From an optimization exercise on the open Yosys and OpenROAD flow, aimed at small area and a short achievable clock period; shortcuts taken in it are not production practice.
Function was checked by simulation only, so behaviour that the tests miss may differ from the original.
Power and IR drop assume default switching activity.

==> flow/design.v <==
`default_nettype none
package rename_pkg;
    localparam int INSTR_W = 32;
    localparam int OP_W = 4;
    localparam int FUNC_W = 3;
    localparam int LREG_W = 5;
    localparam int NUM_LREGS = 32;
    typedef enum logic [OP_W-1:0] {
        Alu    = 4'd0,
        AluImm = 4'd1,
        Mem    = 4'd2,
        Branch = 4'd3,
        Jump   = 4'd4,
        Lui    = 4'd5
    } opcode_e;
    typedef enum logic [FUNC_W-1:0] {
        Add  = 3'd0,
        Sub  = 3'd1,
        And  = 3'd2,
        Or   = 3'd3,
        Xor  = 3'd4,
        Sll  = 3'd5,
        Mull = 3'd6
    } alu_func_e;
    typedef enum logic [FUNC_W-1:0] {
        Beq  = 3'd0,
        Bne  = 3'd1,
        Blt  = 3'd2,
        Beqz = 3'd3
    } branch_func_e;
    typedef enum logic [FUNC_W-1:0] {
        Load  = 3'd0,
        Store = 3'd1
    } mem_func_e;
    typedef enum logic [FUNC_W-1:0] {
        Jal  = 3'd0,
        Jalr = 3'd1
    } jump_func_e;
    typedef struct packed {
        logic [OP_W-1:0]   op;
        logic [FUNC_W-1:0] func;
        logic [LREG_W-1:0] dst;
        logic [LREG_W-1:0] src1;
        logic [LREG_W-1:0] src2;
        logic [9:0]        unused;
    } r_fmt_t;
    typedef struct packed {
        logic [OP_W-1:0]   op;
        logic [FUNC_W-1:0] func;
        logic [LREG_W-1:0] dst;
        logic [LREG_W-1:0] src1;
        logic [14:0]       imm15;
    } i_fmt_t;
    typedef struct packed {
        logic [OP_W-1:0]   op;
        logic [FUNC_W-1:0] func;
        logic [LREG_W-1:0] dst;
        logic [19:0]       imm20;
    } j_fmt_t;
    typedef union packed {
        r_fmt_t r;
        i_fmt_t i;
        j_fmt_t j;
    } instr_u;
endpackage
`default_nettype wire
`timescale 1ns/1ps
`default_nettype none
module instr_decoder #(
    parameter int SUPER = 2
) (
    input  logic [SUPER-1:0][rename_pkg::INSTR_W-1:0]     in_instr,
    input  logic                                          in_valid,
    output logic [SUPER-1:0]                              lane_valid,
    output logic [SUPER-1:0][rename_pkg::OP_W-1:0]        op,
    output logic [SUPER-1:0][rename_pkg::FUNC_W-1:0]      func,
    output logic [SUPER-1:0][rename_pkg::LREG_W-1:0]      src1,
    output logic [SUPER-1:0][rename_pkg::LREG_W-1:0]      src2,
    output logic [SUPER-1:0]                              reads_src1,
    output logic [SUPER-1:0]                              reads_src2,
    output logic [SUPER-1:0][rename_pkg::LREG_W-1:0]      dst,
    output logic [SUPER-1:0]                              has_dst,
    output logic [SUPER-1:0][rename_pkg::INSTR_W-1:0]     imm_out
);
    always_comb begin
        logic [rename_pkg::INSTR_W-1:0]    w;
        logic                              legal;
        logic                              rd1;
        logic                              rd2;
        logic                              wr;
        logic                              is_jump;
        logic                              ok;
        logic                              jump_seen;
        logic [rename_pkg::LREG_W-1:0]     s1;
        logic [rename_pkg::LREG_W-1:0]     s2;
        logic [rename_pkg::LREG_W-1:0]     d;
        logic [rename_pkg::INSTR_W-1:0]    imm;
        jump_seen = 1'b0;
        for (int l = 0; l < SUPER; l++) begin
            w = in_instr[l];
            legal = 1'b0;
            rd1 = 1'b0;
            rd2 = 1'b0;
            wr = 1'b0;
            is_jump = 1'b0;
            s1 = '0;
            s2 = '0;
            d = '0;
            imm = '0;
            case (w[31:28])
                rename_pkg::Alu: begin
                    legal = w[27:25] <= rename_pkg::Mull;
                    {rd1, rd2, wr} = 3'b111;
                    s1 = w[19:15];
                    s2 = w[14:10];
                    d = w[24:20];
                end
                rename_pkg::AluImm: begin
                    legal = w[27:25] <= rename_pkg::Mull;
                    {rd1, wr} = 2'b11;
                    s1 = w[19:15];
                    d = w[24:20];
                    imm = {{17{w[14]}}, w[14:0]};
                end
                rename_pkg::Mem: begin
                    case (w[27:25])
                        rename_pkg::Load: begin
                            {legal, rd1, wr} = 3'b111;
                            s1 = w[19:15];
                            d = w[24:20];
                            imm = {{17{w[14]}}, w[14:0]};
                        end
                        rename_pkg::Store: begin
                            {legal, rd1, rd2} = 3'b111;
                            s1 = w[19:15];
                            s2 = w[14:10];
                        end
                        default: legal = 1'b0;
                    endcase
                end
                rename_pkg::Branch: begin
                    legal = w[27:25] <= rename_pkg::Beqz;
                    {rd1, rd2} = 2'b11;
                    s1 = w[19:15];
                    s2 = w[14:10];
                end
                rename_pkg::Jump: begin
                    case (w[27:25])
                        rename_pkg::Jal: begin
                            {legal, wr, is_jump} = 3'b111;
                            d = w[24:20];
                            imm = {{12{w[19]}}, w[19:0]};
                        end
                        rename_pkg::Jalr: begin
                            {legal, rd1, wr, is_jump} = 4'b1111;
                            s1 = w[19:15];
                            d = w[24:20];
                            imm = {{17{w[14]}}, w[14:0]};
                        end
                        default: legal = 1'b0;
                    endcase
                end
                rename_pkg::Lui: begin
                    legal = w[27:25] == '0;
                    wr = 1'b1;
                    d = w[24:20];
                    imm = {{12{w[19]}}, w[19:0]};
                end
                default: legal = 1'b0;
            endcase
            ok = in_valid && legal && !jump_seen;
            lane_valid[l] = ok;
            op[l] = ok ? w[31:28] : '0;
            func[l] = ok ? w[27:25] : '0;
            reads_src1[l] = ok && rd1;
            reads_src2[l] = ok && rd2;
            src1[l] = (ok && rd1) ? s1 : '0;
            src2[l] = (ok && rd2) ? s2 : '0;
            has_dst[l] = ok && wr && (d != '0);
            dst[l] = (ok && wr) ? d : '0;
            imm_out[l] = ok ? imm : '0;
            jump_seen = jump_seen || (ok && is_jump);
        end
    end
endmodule
`default_nettype wire
`timescale 1ns/1ps
`default_nettype none
module free_list #(
    parameter int SUPER = 2,
    parameter int PHYS_SZ = 48,
    localparam int PREG_W = $clog2(PHYS_SZ),
    localparam int CNT_W = $clog2(PHYS_SZ + 1)
) (
    input  logic                          clk,
    input  logic                          rst,
    input  logic [SUPER-1:0]                              lane_valid,
    input  logic [SUPER-1:0]                              reads_src1,
    input  logic [SUPER-1:0]                              reads_src2,
    input  logic [SUPER-1:0][rename_pkg::LREG_W-1:0]      src1,
    input  logic [SUPER-1:0][rename_pkg::LREG_W-1:0]      src2,
    input  logic [SUPER-1:0][rename_pkg::LREG_W-1:0]      dst,
    input  logic [SUPER-1:0]                              has_dst,
    input  logic [SUPER-1:0]              commit_valid,
    input  logic [SUPER-1:0][PREG_W-1:0]  commit_preg,
    output logic [SUPER-1:0][PREG_W-1:0]  alloc_preg,
    output logic                          stall
);
    localparam int INIT_FREE = PHYS_SZ - rename_pkg::NUM_LREGS;
    localparam logic [PREG_W:0] DEPTH = PHYS_SZ;
    logic [PREG_W-1:0]              queue [PHYS_SZ];
    logic [PREG_W-1:0]              head;
    logic [PREG_W-1:0]              tail;
    logic [CNT_W-1:0]               count;
    logic [CNT_W-1:0]               n_alloc;
    logic [CNT_W-1:0]               n_rel;
    logic [SUPER-1:0][PREG_W-1:0]   rel_idx;
    function automatic logic [PREG_W-1:0] step(input logic [PREG_W-1:0] base,
                                               input logic [CNT_W-1:0] off);
        logic [PREG_W:0] sum;
        logic [PREG_W:0] offx;
        offx = off;
        sum = {1'b0, base} + offx;
        if (sum >= DEPTH) begin
            sum = sum - DEPTH;
        end
        step = sum[PREG_W-1:0];
    endfunction
    assign stall = count < CNT_W'(SUPER);
    always_comb begin
        n_alloc = '0;
        n_rel = '0;
        for (int l = 0; l < SUPER; l++) begin
            alloc_preg[l] = '0;
            if (lane_valid[l] && has_dst[l]) begin
                alloc_preg[l] = queue[step(head, n_alloc)];
                n_alloc = n_alloc + 1'b1;
            end
            rel_idx[l] = step(tail, n_rel);
            if (commit_valid[l]) begin
                n_rel = n_rel + 1'b1;
            end
        end
    end
    always_ff @(posedge clk) begin
        if (rst) begin
            head <= '0;
            tail <= PREG_W'(INIT_FREE);
            count <= CNT_W'(INIT_FREE);
        end else begin
            head <= stall ? head : step(head, n_alloc);
            tail <= step(tail, n_rel);
            count <= count - (stall ? '0 : n_alloc) + n_rel;
        end
    end
    always_ff @(posedge clk) begin
        if (rst) begin
            for (int e = 0; e < PHYS_SZ; e++) begin
                queue[e] <= (e < INIT_FREE) ? PREG_W'(rename_pkg::NUM_LREGS + e) : '0;
            end
        end else begin
            for (int l = 0; l < SUPER; l++) begin
                if (commit_valid[l]) begin
                    queue[rel_idx[l]] <= commit_preg[l];
                end
            end
        end
    end
endmodule
`default_nettype wire
`timescale 1ns/1ps
`default_nettype none
module map_table #(
    parameter int SUPER = 2,
    parameter int PHYS_SZ = 48,
    localparam int PREG_W = $clog2(PHYS_SZ)
) (
    input  logic                          clk,
    input  logic                          rst,
    input  logic [SUPER-1:0]                              lane_valid,
    input  logic [SUPER-1:0]                              reads_src1,
    input  logic [SUPER-1:0]                              reads_src2,
    input  logic [SUPER-1:0][rename_pkg::LREG_W-1:0]      src1,
    input  logic [SUPER-1:0][rename_pkg::LREG_W-1:0]      src2,
    input  logic [SUPER-1:0][rename_pkg::LREG_W-1:0]      dst,
    input  logic [SUPER-1:0]                              has_dst,
    input  logic [SUPER-1:0][PREG_W-1:0]  alloc_preg,
    input  logic                          stall,
    output logic [SUPER-1:0][PREG_W-1:0]  src1_p,
    output logic [SUPER-1:0][PREG_W-1:0]  src2_p,
    output logic [SUPER-1:0][PREG_W-1:0]  dst_p,
    output logic [SUPER-1:0][PREG_W-1:0]  old_dst_p
);
    logic [PREG_W-1:0]  map [rename_pkg::NUM_LREGS];
    logic [SUPER-1:0]   writes;
    assign writes = lane_valid & has_dst;
    function automatic logic [PREG_W-1:0] newest(input logic [rename_pkg::LREG_W-1:0] lreg,
                                                 input int lane);
        logic [PREG_W-1:0] p;
        p = map[lreg];
        for (int k = 0; k < SUPER; k++) begin
            if (k < lane && writes[k] && dst[k] == lreg) begin
                p = alloc_preg[k];
            end
        end
        newest = p;
    endfunction
    always_comb begin
        for (int l = 0; l < SUPER; l++) begin
            if (reads_src1[l] && src1[l] != '0) begin
                src1_p[l] = newest(src1[l], l);
            end else begin
                src1_p[l] = '0;
            end
            if (reads_src2[l] && src2[l] != '0) begin
                src2_p[l] = newest(src2[l], l);
            end else begin
                src2_p[l] = '0;
            end
            if (writes[l]) begin
                dst_p[l] = alloc_preg[l];
                old_dst_p[l] = newest(dst[l], l);
            end else begin
                dst_p[l] = '0;
                old_dst_p[l] = '0;
            end
        end
    end
    always_ff @(posedge clk) begin
        if (rst) begin
            for (int r = 0; r < rename_pkg::NUM_LREGS; r++) begin
                map[r] <= PREG_W'(r);
            end
        end else if (!stall) begin
            for (int l = 0; l < SUPER; l++) begin
                if (writes[l]) begin
                    map[dst[l]] <= alloc_preg[l];
                end
            end
        end
    end
endmodule
`default_nettype wire
`timescale 1ns/1ps
`default_nettype none
module rename_stage #(
    parameter int SUPER = 2,
    parameter int PHYS_SZ = 48,
    localparam int PREG_W = $clog2(PHYS_SZ)
) (
    input  logic                                        clk,
    input  logic                                        rst,
    input  logic                                        in_valid,
    input  logic [SUPER-1:0][rename_pkg::INSTR_W-1:0]   in_instr,
    output logic                                        stall,
    input  logic [SUPER-1:0]                            commit_valid,
    input  logic [SUPER-1:0][PREG_W-1:0]                commit_preg,
    output logic                                        out_valid,
    output logic [SUPER-1:0]                            out_lane_valid,
    output logic [SUPER-1:0][rename_pkg::OP_W-1:0]      out_op,
    output logic [SUPER-1:0][rename_pkg::FUNC_W-1:0]    out_func,
    output logic [SUPER-1:0][PREG_W-1:0]                out_src1_p,
    output logic [SUPER-1:0][PREG_W-1:0]                out_src2_p,
    output logic [SUPER-1:0][PREG_W-1:0]                out_dst_p,
    output logic [SUPER-1:0][PREG_W-1:0]                out_old_dst_p,
    output logic [SUPER-1:0][rename_pkg::INSTR_W-1:0]   out_imm
);
    logic [SUPER-1:0][PREG_W-1:0]               alloc_preg;
    logic [SUPER-1:0][PREG_W-1:0]               src1_p;
    logic [SUPER-1:0][PREG_W-1:0]               src2_p;
    logic [SUPER-1:0][PREG_W-1:0]               dst_p;
    logic [SUPER-1:0][PREG_W-1:0]               old_dst_p;
    logic [SUPER-1:0][rename_pkg::INSTR_W-1:0]  imm;
    logic                                       accept;
    logic [SUPER-1:0]                           dec_lane_valid;
    logic [SUPER-1:0][rename_pkg::OP_W-1:0]     dec_op;
    logic [SUPER-1:0][rename_pkg::FUNC_W-1:0]   dec_func;
    logic [SUPER-1:0][rename_pkg::LREG_W-1:0]   dec_src1;
    logic [SUPER-1:0][rename_pkg::LREG_W-1:0]   dec_src2;
    logic [SUPER-1:0]                           dec_reads_src1;
    logic [SUPER-1:0]                           dec_reads_src2;
    logic [SUPER-1:0][rename_pkg::LREG_W-1:0]   dec_dst;
    logic [SUPER-1:0]                           dec_has_dst;
    instr_decoder #(.SUPER(SUPER)) decoder_0 (
        .in_instr (in_instr),
        .in_valid (in_valid),
        .lane_valid (dec_lane_valid),
        .op         (dec_op),
        .func       (dec_func),
        .src1       (dec_src1),
        .src2       (dec_src2),
        .reads_src1 (dec_reads_src1),
        .reads_src2 (dec_reads_src2),
        .dst        (dec_dst),
        .has_dst    (dec_has_dst),
        .imm_out  (imm)
    );
    free_list #(.SUPER(SUPER), .PHYS_SZ(PHYS_SZ)) free_list_0 (
        .clk          (clk),
        .rst          (rst),
        .lane_valid   (dec_lane_valid),
        .reads_src1   (dec_reads_src1),
        .reads_src2   (dec_reads_src2),
        .src1         (dec_src1),
        .src2         (dec_src2),
        .dst          (dec_dst),
        .has_dst      (dec_has_dst),
        .commit_valid (commit_valid),
        .commit_preg  (commit_preg),
        .alloc_preg   (alloc_preg),
        .stall        (stall)
    );
    map_table #(.SUPER(SUPER), .PHYS_SZ(PHYS_SZ)) map_table_0 (
        .clk        (clk),
        .rst        (rst),
        .lane_valid   (dec_lane_valid),
        .reads_src1   (dec_reads_src1),
        .reads_src2   (dec_reads_src2),
        .src1         (dec_src1),
        .src2         (dec_src2),
        .dst          (dec_dst),
        .has_dst      (dec_has_dst),
        .alloc_preg (alloc_preg),
        .stall      (stall),
        .src1_p     (src1_p),
        .src2_p     (src2_p),
        .dst_p      (dst_p),
        .old_dst_p  (old_dst_p)
    );
    assign accept = in_valid && !stall;
    always_ff @(posedge clk) begin
        if (rst) begin
            out_valid <= 1'b0;
            out_lane_valid <= '0;
        end else begin
            out_valid <= accept;
            out_lane_valid <= accept ? dec_lane_valid : '0;
        end
    end
    always_ff @(posedge clk) begin
        if (accept) begin
            out_op <= dec_op;
            out_func <= dec_func;
            out_src1_p <= src1_p;
            out_src2_p <= src2_p;
            out_dst_p <= dst_p;
            out_old_dst_p <= old_dst_p;
            out_imm <= imm;
        end
    end
endmodule
`default_nettype wire
==> flow/run.sh <==
#!/bin/bash
# synth_recipe.tcl (not shown) runs the flow's synth.tcl, then flattens the netlist and writes it again
# the make line also repeats each setting of config.mk as NAME=value (left out here)
make -C /OpenROAD-flow-scripts/flow DESIGN_CONFIG=/design/flow/config.mk WORK_HOME=/design/flow/orfs CLKGATE_MAP_FILE= SYNTH_SCRIPT=/design/flow/synth_recipe.tcl finish
==> flow/config.mk <==
export PLATFORM = sky130hd
export DESIGN_NAME = rename_stage
export DESIGN_NICKNAME = rename_stage
export VERILOG_FILES = /design/flow/design.v
export SDC_FILE = /design/flow/constraint.sdc
export NUM_CORES = 4
export LEC_CHECK = 0
export CAP_MARGIN = 20
export CORE_MARGIN = 2
export CORE_UTILIZATION = 40
export SLEW_MARGIN = 20
==> flow/constraint.sdc <==
create_clock -name core_clock -period 8.0 [get_ports {clk}]
set_input_delay 1.6000 -clock core_clock [delete_from_list [all_inputs] [get_ports {clk}]]
set_output_delay 1.6000 -clock core_clock [all_outputs]
set_load 0.01 [all_outputs]
==> run notes <==
* DP HPWL at 155,000 µm
* Delay-heaviest family, CP: simple AND/OR/NAND/NOR gates
* Most frequent CP cell: or2_2
* Core area at 0.120 mm²
* Die X at 353 µm
* R2r startpoint: free_list_0.head[0]$_SDFFE_PP0N_
* Synth Warn # at 4
* Avg Vias per Cell at 6.89
* Startpoint Class: input pin
* Setup bufs post-CTS at 0
* GR peak layer: met2
* Met2 usage at 0.518
* Switch share at 0.287
* Fillcell total at 11.3k
* Post-Layout Inst Area at 0.0547 mm²
* Status: complete, no violations
* Overall routing resource usage at 0.349
* Power Internal at 0.00739 W
* Post-DP Area at 0.0517 mm²
* CP bufs+invs at 2
* Logic pwr share at 0.172
* Synth top area cells: edfxtp_1 (42%), mux4_2 (13%), nand2_1 (4.7%)
* R2R Path End: out_src2_p[9]$_SDFFCE_PN0P_
* Min Tclk post-route at 7.33 ns
* # resized after CTS at 0
* Routed Antenna Nets at 0
* Yosys reg bits at 699
* Path depth of the worst reg2reg path at 8
* Max VDD drop at 185 µV
* Flop2flop setup slack at 3.01 ns
* Clk latency of the worst-skew pair at 0.70 ns
* Max Clock Skew at 0.0479 ns
* Worst Hold Depth at 4
* Seq. cell area at 0.0208 mm²
* Async SR Flop Fraction at 0
* Synth cell types at 100
* Multi-input logic area at 0.0255 mm²
* CTS Buffer Depth at 3
* Area growth from synthesis to layout at 12.6%
* Die Span Y at 353 µm
* Final setup viols at 0
* First-pass GRT wire length at 313,000 µm
* Switching pwr at 0.00298 W
* Final Max Slew Viols at 0
* GPL Wtd Cong at 1.07
* IO Count at 211
* Syn avg cell area at 10.1 µm²
* First DRT Iteration DRCs at 7,659
* CTS root buffer: clkbuf_16
* Wirelength per Cell at 34.9 µm
* Crit path cell chain: clkdlybuf4s50_1 -> or3b_4 -> or4b_4 -> a31o_1 -> or3_1 -> inv_1 -> ha_4 -> nand3_1 -> o21a_1 -> or2_2 -> ha_1 -> nor3b_1 -> a22o_1 -> a311oi_1 -> a21o_1 -> mux2i_1 -> mux2_2 -> or2_2 -> o21ai_0
* Via count at 44.2k
* First-pass DRT Iterations at 9
* Routed Wire Length at 224,000 µm
* Maximum clock rate at 136 MHz
* Hold EP: free_list_0.count[5]$_SDFF_PP0_
* Most common cell after layout, fill and taps aside: edfxtp_1
* # rows at 127
* Synth top area share at 0.419
* Num CTS Buffers at 84
* Total number of clock tree sinks at 699
* RSZ-0062 raised after global routing: no
* GRT overflow at 0
* Vias in the first global route at 40.7k
* Worst path slowest cell: or2_2
* Post-Syn Instances at 4,821
* CP peak stage delay at 0.67 ns
* Clock group share of total power at 0.401
* Worst min path class: reg -> reg
* Final setup TNS at 0 ns
* HP Start: free_list_0.count[5]$_SDFF_PP0_
* Number of H-tree levels at 3
* M1 GR Usage at 0.448
* IO Port Bufs at 210
* Initial antenna violation count at 9
* Post-CTS Hold Buffers at 0
* Period utilization at 0.916
* Pwr/cell area at 190 mW/mm²
* Post-synth EDFFs at 678
* Layout cells sized above 1 at 0.155
* Met3 Track Usage GR at 0.0854
* Top FF cell, synth: edfxtp_1
* Nets at 4,830
* Die area at 0.124 mm²
* Clock-pin slew on the worst setup and hold paths at 0.06 ns
* Worst relative slew slack at 0.0762
* CP Max Fanout at 27
* TritonCTS clock tree: yes
* Seq/Total Area, Yosys at 0.428
* WP data required at 8.39 ns
* DRC errors left at 0
* CP arrival at 7.72 ns
* CP Capture Type: flop
* Area leader, netlist: edfxtp_1
* Initial Util at 0.404
* Leak pwr at 18.0 nW
* Critical path class: in -> reg
* Slew of the pin with the lowest slew margin at 1.38 ns
* Netlist Area Pre-Place at 0.0486 mm²
* Most frequent cells in the layout: edfxtp_1 (678), nand2_1 (609), o21ai_0 (408), nor2_1 (353), mux4_2 (270)
* Final Hold Fails at 0
* Max-cap violations at 0
* Pin count of the biggest net entering global routing at 65
* Seq pwr share at 0.426
registers in the layout (all words and copies together) (netlist names):
register and flops:
out_src2_p 12, free_list_0.tail 6, out_op 8, out_imm 40
free_list_0.head 6, free_list_0.count 6, out_lane_valid 2, out_src1_p 12
out_valid 1, out_dst_p 12, free_list_0.queue 384, out_func 6
map_table_0.map 192, out_old_dst_p 12
through the flow:
step | std cells | setup slack (ns) | hold slack, ns | util | total power [W]
3_5_place_dp | 6246 | 0.0695 | 0.633 | 0.430 | 0.00622
5_1_grt | 6401 | 0.440 | 0.709 | 0.455 | 0.0106
4_1_cts | 6401 | 0.757 | 0.642 | 0.454 | 0.0103
6_report | 6408 | 0.671 | 0.633 | 0.455 | 0.0104
2_1_floorplan | 4828 | 0.901 | 0.598 | - | 0.00545
3_3_place_gp | 6246 | 0.215 | 0.612 | 0.430 | 0.00621
Yosys cell counts, types with 17 or more instances:
| library cell | number |
|---|---|
| and3_1 | 61 |
| nor3_1 | 82 |
| nand2_1 | 610 |
| buf_2 | 62 |
| o22ai_1 | 77 |
| o21ai_0 | 412 |
| o2bb2ai_1 | 40 |
| mux4_2 | 270 |
| o221ai_1 | 18 |
| a211oi_1 | 58 |
| dfxtp_1 | 21 |
| mux2_2 | 112 |
| ha_1 | 25 |
| buf_4 | 30 |
| inv_1 | 81 |
| edfxtp_1 | 678 |
| mux2i_1 | 168 |
| a21oi_1 | 225 |
| nor4_1 | 49 |
| or2_2 | 17 |
| buf_1 | 43 |
| nor2_1 | 353 |
| nand2b_1 | 20 |
| nor2b_1 | 43 |
| a22oi_1 | 74 |
| and2_1 | 50 |
| nand3_1 | 210 |
| o211ai_1 | 33 |
| a2111oi_0 | 20 |
| nand4_1 | 24 |
| or3_1 | 75 |
| clkbuf_1 | 392 |
| a31oi_1 | 78 |
metal layers:
| layer | wire length, µm | part of all wire |
|---|---|---|
| met5 | 12 | 0.000054 |
| met4 | 19200 | 0.086 |
| met3 | 27800 | 0.12 |
| met2 | 96100 | 0.43 |
| met1 | 80500 | 0.36 |
cell type report:
class                           count  area share
Clock buffer                      101      0.0400
Multi-Input combinational cell   3507       0.467
Sequential cell                   699       0.380
Timing Repair Buffer              336      0.0560
Antenna cell                        7    0.000320
Clock inverter                     54      0.0140
Inverter                           92     0.00631
Tap cell                         1612      0.0369
kinds of logic after synthesis:
family | synth area share
other | 0.0000772
multiplexers | 0.186
XOR/XNOR | 0.00469
flip-flops | 0.428
adder cells (fa/ha/maj) | 0.00808
buffers and inverters | 0.0524
AND/OR/NAND/NOR | 0.161
AO/OA/AOI/OAI | 0.160
worst min-delay path: cells and delay by family, from the launching register on:
family / cells / cell delay (ns)
XOR/XNOR: 1 / 0.06
adder cells (fa/ha/maj): 1 / 0.12
buffers and inverters: 1 / 0.04
flip-flops: 1 / 0.30
AND/OR/NAND/NOR: 1 / 0.07
power groups by stage:
| stage | Clock (W) | Sequential (W) | Combinational (W) |
|---|---|---|---|
| 2_1_floorplan | 0 | 0.00438 | 0.00107 |
| 6_report | 0.00416 | 0.00442 | 0.00179 |
| 5_1_grt | 0.00432 | 0.00442 | 0.00186 |
| 3_3_place_gp | 0 | 0.00447 | 0.00173 |
| 3_5_place_dp | 0 | 0.00448 | 0.00175 |
| 4_1_cts | 0.00419 | 0.00440 | 0.00175 |
worst max path at each step:
stage	start	to	slack, ns	cells after the start
floorplan	in_instr[30]	map_table_0.map[16][3]$_DFFE_PP_	0.90	22
global placement	in_instr[31]	map_table_0.map[2][0]$_DFFE_PP_	0.22	19
detailed placement	in_instr[31]	map_table_0.map[25][1]$_DFFE_PP_	0.07	19
CTS	in_instr[31]	map_table_0.map[25][1]$_DFFE_PP_	0.76	19
global route	in_instr[31]	map_table_0.map[9][1]$_DFFE_PP_	0.44	19
finish	in_instr[31]	map_table_0.map[26][0]$_DFFE_PP_	0.67	19

==> afterwards: timing with drivers on the ports <==
In the flow no input, the clock included, has a driving cell. The finished layout below was timed again as built, in two steps. Step 1 (the two cells are an assumption about what drives the block):
set clk [get_ports {clk}]
set_driving_cell -lib_cell sky130_fd_sc_hd__clkbuf_16 $clk
set_driving_cell -lib_cell sky130_fd_sc_hd__buf_2 [delete_from_list [all_inputs] $clk]
Step 2 adds t to the input delays and takes it off the output delays; t is the mean of the earliest and latest rising clock arrival at the registers after step 1. Input paths then give back, and output paths get back, about the clock's delay inside the block. Three values: no drivers, after step 1, after step 2; two values: the first two.
t, ns: 0.758
setup slack, ns: 0.671 / 0.724 / -0.034
latest minus earliest clock arrival (ns): 0.049 / 0.049
worst data-port slew with drivers (ns): 0.05
cell pins on the clock port's net: 1
With both steps, setup timing fails in this run, where it was met with ideal ports. For this run, drivers alone change the setup slack by +0.053 ns; drivers and shift together by -0.705 ns.
